From an optimization exercise on the open Yosys and OpenROAD flow, aimed at small area; shortcuts taken in it are not production practice.
Function was checked by simulation only, so behaviour that the tests miss may differ from the original.
No activity file was given, so power comes from the tool's default toggle rates.

job 1676:
==> flow/design.v <==
`default_nettype none
module fpga_config_loader #(
  parameter int          CFG_BITS  = 539,
  parameter logic [15:0] SYNC_WORD = 16'hA55A
) (
  input  logic                clock,
  input  logic                reset,
  input  logic                bs_data,
  input  logic                bs_valid,
  input  logic                abort,
  output logic [CFG_BITS-1:0] cfg_out,
  output logic                cfg_we,
  output logic                done,
  output logic                error,
  output logic                busy
);
  localparam int          CW         = 10;
  localparam logic [CW-1:0] C_START  = CW'((1 << CW) - CFG_BITS - 8);
  localparam logic [7:0]  C_CRC_POLY = 8'h07;
  logic [CFG_BITS-1:0] shadow_q;
  logic [7:0]          crc_q;
  logic [CW-1:0]       cnt_q;
  logic [CFG_BITS-1:0] cfg_out_q;
  logic                cfg_we_q, done_q, error_q, busy_q;
  logic [7:0] crc_next;
  logic       win_full, match, last_bit, crc_phase, commit, fail, cnt_inc;
  always_comb begin
    crc_next  = {crc_q[6:0], 1'b0} ^ ((crc_q[7] ^ bs_data) ? C_CRC_POLY : 8'h00);
    win_full  = (cnt_q[3:0] == 4'hF);
    crc_phase = &cnt_q[CW-1:3];
    match     = !busy_q && bs_valid && !abort && win_full &&
                ({shadow_q[14:0], bs_data} == SYNC_WORD);
    last_bit  = busy_q && bs_valid && !abort && (&cnt_q);
    commit    = last_bit && (crc_next == 8'h00);
    fail      = last_bit && (crc_next != 8'h00);
    cnt_inc   = bs_valid && (busy_q || !win_full);
  end
  always_ff @(posedge clock) begin
    if (bs_valid && !crc_phase)
      shadow_q <= {shadow_q[CFG_BITS-2:0], bs_data};
  end
  always_ff @(posedge clock) begin
    if (bs_valid)
      crc_q <= busy_q ? crc_next : 8'h00;
  end
  always_ff @(posedge clock or posedge reset) begin
    if (reset) begin
      cnt_q     <= '0;
      cfg_out_q <= '0;
      cfg_we_q  <= 1'b0;
      done_q    <= 1'b0;
      error_q   <= 1'b0;
      busy_q    <= 1'b0;
    end else begin
      cfg_we_q <= commit;
      if (commit)
        cfg_out_q <= shadow_q;
      if (abort) begin
        cnt_q   <= '0;
        busy_q  <= 1'b0;
        done_q  <= 1'b0;
        error_q <= 1'b0;
      end else if (match) begin
        cnt_q   <= C_START;
        busy_q  <= 1'b1;
        done_q  <= 1'b0;
        error_q <= 1'b0;
      end else begin
        if (cnt_inc)
          cnt_q <= cnt_q + CW'(1);
        if (last_bit)
          busy_q <= 1'b0;
        if (commit)
          done_q <= 1'b1;
        if (fail)
          error_q <= 1'b1;
      end
    end
  end
  assign cfg_out = cfg_out_q;
  assign cfg_we  = cfg_we_q;
  assign done    = done_q;
  assign error   = error_q;
  assign busy    = busy_q;
endmodule
`default_nettype wire
make LEC_CHECK=0 ABC_AREA=1 CAP_MARGIN=20 CORE_MARGIN=2 CORE_UTILIZATION=40 SLEW_MARGIN=20 finish   # period 5.0 ns
run.sh (not shown) runs the stock make flow with config.mk's settings and CLKGATE_MAP_FILE= SYNTH_SCRIPT=/design/flow/synth_recipe.tcl, a recipe that flattens the netlist after the stock synthesis.
Relative to job 1676, the following input files were edited for job 3589:
diff --git a/flow/design.v b/flow/design.v
--- a/flow/design.v
+++ b/flow/design.v
@@ -17,47 +17,52 @@
   localparam int          CW         = 10;
   localparam logic [CW-1:0] C_START  = CW'((1 << CW) - CFG_BITS - 8);
   localparam logic [7:0]  C_CRC_POLY = 8'h07;
   logic [CFG_BITS-1:0] shadow_q;
   logic [7:0]          crc_q;
   logic [CW-1:0]       cnt_q;
-  logic [CFG_BITS-1:0] cfg_out_q;
+  logic [CFG_BITS-1:0] cfg_n_q;      
+  logic                cfg_clr_q;    
   logic                cfg_we_q, done_q, error_q, busy_q;
   logic [7:0] crc_next;
   logic       win_full, match, last_bit, crc_phase, commit, fail, cnt_inc;
   always_comb begin
     crc_next  = {crc_q[6:0], 1'b0} ^ ((crc_q[7] ^ bs_data) ? C_CRC_POLY : 8'h00);
     win_full  = (cnt_q[3:0] == 4'hF);
     crc_phase = &cnt_q[CW-1:3];
     match     = !busy_q && bs_valid && !abort && win_full &&
-                ({shadow_q[14:0], bs_data} == SYNC_WORD);
+                ({shadow_q[14:0], !bs_data} == ~SYNC_WORD);
     last_bit  = busy_q && bs_valid && !abort && (&cnt_q);
     commit    = last_bit && (crc_next == 8'h00);
     fail      = last_bit && (crc_next != 8'h00);
     cnt_inc   = bs_valid && (busy_q || !win_full);
   end
   always_ff @(posedge clock) begin
     if (bs_valid && !crc_phase)
-      shadow_q <= {shadow_q[CFG_BITS-2:0], bs_data};
+      shadow_q <= {shadow_q[CFG_BITS-2:0], !bs_data};
+  end
+  always_ff @(posedge clock) begin
+    if (commit)
+      cfg_n_q <= shadow_q;
   end
   always_ff @(posedge clock) begin
     if (bs_valid)
       crc_q <= busy_q ? crc_next : 8'h00;
   end
   always_ff @(posedge clock or posedge reset) begin
     if (reset) begin
       cnt_q     <= '0;
-      cfg_out_q <= '0;
+      cfg_clr_q <= 1'b1;
       cfg_we_q  <= 1'b0;
       done_q    <= 1'b0;
       error_q   <= 1'b0;
       busy_q    <= 1'b0;
     end else begin
       cfg_we_q <= commit;
       if (commit)
-        cfg_out_q <= shadow_q;
+        cfg_clr_q <= 1'b0;
       if (abort) begin
         cnt_q   <= '0;
         busy_q  <= 1'b0;
         done_q  <= 1'b0;
         error_q <= 1'b0;
       end else if (match) begin
@@ -74,13 +79,13 @@
           done_q <= 1'b1;
         if (fail)
           error_q <= 1'b1;
       end
     end
   end
-  assign cfg_out = cfg_out_q;
+  assign cfg_out = ~(cfg_n_q | {CFG_BITS{cfg_clr_q}});
   assign cfg_we  = cfg_we_q;
   assign done    = done_q;
   assign error   = error_q;
   assign busy    = busy_q;
 endmodule
 `default_nettype wire
Findings:
- Job 3589 reached the final stage; the timing, design-rule and antenna checks on its layout passed.
- Job 3589 ends up with higher post-placement worst setup slack than job 1676 does.
- STATUS clock skew: job 3589 loses against job 1676
- Min first-pass GRT wire length across job 3589 and job 1676: job 3589
- Delta (job 3589 minus job 1676): full die area fell by 4.8%; minimum hold slack -26 ps.


== the reference run ==
Starts from the design.v that is shown in full above.
Settings: LEC_CHECK=0, ABC_AREA=1, CAP_MARGIN=20, CORE_MARGIN=2, CORE_UTILIZATION=65, SLEW_MARGIN=20; clock period 5.0 ns.
standard.sh (not shown) runs the stock make flow with config.mk's settings and CLKGATE_MAP_FILE= SYNTH_SCRIPT=/design/flow/synth_recipe.tcl, a recipe that flattens the netlist after the stock synthesis.
==> flow/flow/run.sh <==
#!/bin/bash
# Standard ORFS layout (the standard.sh), with buf_1 port buffers and a
# clock tree built from small clock buffers without dummy loads.
set -euo pipefail
export BUFFER_PORTS_ARGS="-buffer_cell sky130_fd_sc_hd__buf_1"
export CTS_ARGS="-sink_clustering_enable -repair_clock_nets -dont_use_dummy_load -buf_list {sky130_fd_sc_hd__clkbuf_4 sky130_fd_sc_hd__clkbuf_8} -root_buf sky130_fd_sc_hd__clkbuf_8 -sink_clustering_buffer sky130_fd_sc_hd__clkbuf_8 -sink_clustering_size 20 -sink_clustering_max_diameter 50"
bash standard.sh > standard.log 2>&1
The reference run finished every step from synthesis to the final layout, and the layout passed the timing, design-rule and antenna checks.
What the trial run does differently from the reference run at the input level:
--- a/flow/design.v
+++ b/flow/design.v
@@ -18,45 +18,50 @@
   localparam logic [CW-1:0] C_START  = CW'((1 << CW) - CFG_BITS - 8);
   localparam logic [7:0]  C_CRC_POLY = 8'h07;
   logic [CFG_BITS-1:0] shadow_q;
   logic [7:0]          crc_q;
   logic [CW-1:0]       cnt_q;
-  logic [CFG_BITS-1:0] cfg_out_q;
+  logic [CFG_BITS-1:0] cfg_n_q;      
+  logic                cfg_clr_q;    
   logic                cfg_we_q, done_q, error_q, busy_q;
   logic [7:0] crc_next;
   logic       win_full, match, last_bit, crc_phase, commit, fail, cnt_inc;
   always_comb begin
     crc_next  = {crc_q[6:0], 1'b0} ^ ((crc_q[7] ^ bs_data) ? C_CRC_POLY : 8'h00);
     win_full  = (cnt_q[3:0] == 4'hF);
     crc_phase = &cnt_q[CW-1:3];
     match     = !busy_q && bs_valid && !abort && win_full &&
-                ({shadow_q[14:0], bs_data} == SYNC_WORD);
+                ({shadow_q[14:0], !bs_data} == ~SYNC_WORD);
     last_bit  = busy_q && bs_valid && !abort && (&cnt_q);
     commit    = last_bit && (crc_next == 8'h00);
     fail      = last_bit && (crc_next != 8'h00);
     cnt_inc   = bs_valid && (busy_q || !win_full);
   end
   always_ff @(posedge clock) begin
     if (bs_valid && !crc_phase)
-      shadow_q <= {shadow_q[CFG_BITS-2:0], bs_data};
+      shadow_q <= {shadow_q[CFG_BITS-2:0], !bs_data};
+  end
+  always_ff @(posedge clock) begin
+    if (commit)
+      cfg_n_q <= shadow_q;
   end
   always_ff @(posedge clock) begin
     if (bs_valid)
       crc_q <= busy_q ? crc_next : 8'h00;
   end
   always_ff @(posedge clock or posedge reset) begin
     if (reset) begin
       cnt_q     <= '0;
-      cfg_out_q <= '0;
+      cfg_clr_q <= 1'b1;
       cfg_we_q  <= 1'b0;
       done_q    <= 1'b0;
       error_q   <= 1'b0;
       busy_q    <= 1'b0;
     end else begin
       cfg_we_q <= commit;
       if (commit)
-        cfg_out_q <= shadow_q;
+        cfg_clr_q <= 1'b0;
       if (abort) begin
         cnt_q   <= '0;
         busy_q  <= 1'b0;
         done_q  <= 1'b0;
         error_q <= 1'b0;
@@ -75,11 +80,11 @@
         if (fail)
           error_q <= 1'b1;
       end
     end
   end
-  assign cfg_out = cfg_out_q;
+  assign cfg_out = ~(cfg_n_q | {CFG_BITS{cfg_clr_q}});
   assign cfg_we  = cfg_we_q;
   assign done    = done_q;
   assign error   = error_q;
   assign busy    = busy_q;
 endmodule
--- outcome ---
The trial run ran to completion and came out clean on the timing, design-rule and antenna checks.
Against the reference run, the trial run comes in 16% lower on wire length.
The trial run against the reference run: maximum ir drop on the vdd rail increased about 22%, share of power burned in combinational logic -0.7 points, via density per instance +0.081, number of flip-flops and latches has remained practically unchanged, switching power of the nets saw a decrease.
Overall fraction of global-route tracks in use delta for the trial run relative to the reference run: 4.0 points lower
Looking at via count of the routed design, the trial run sits 24% below the reference run.

==> what the ideal ports hide <==
In the flow no input, the clock included, has a driving cell. The finished layouts below were timed again as built, in two steps.
Step 1: set_driving_cell puts a clkbuf_16 on clock and a buf_2 on each other input, an assumption about the parent block.
Step 2 moves the port delays by t, midway between the first and last clock arrival at a register: inputs arrive t later, outputs are due t later. That takes back most of the time a late clock gives input paths.
a / b / c = no drivers / after step 1 / after step 2; a / b = the first two.
run | t, ns | setup slack, ns | hold WS [ns] | worst setup path after step 2 | clock arrival spread, ns
job 1676 | 0.745 | 1.703 / 1.728 / 0.983 | 0.443 / 0.443 / 0.443 | input to register | 0.020 / 0.020
job 3589 | 0.703 | 1.028 / 0.967 / 1.308 | 0.418 / 0.418 / 0.418 | input to register | 0.050 / 0.051
the reference run | 0.738 | 1.660 / 1.641 / 0.903 | 0.396 / 0.369 / 0.396 | input to register | 0.083 / 0.082
the trial run | 0.712 | 1.312 / 1.254 / 1.449 | 0.387 / 0.374 / 0.387 | input to register | 0.094 / 0.094
After both steps setup and hold are still met in every run listed. The setup slack of the reference run, which loses most, moves by -0.019 ns with the drivers and by -0.757 ns with both steps.
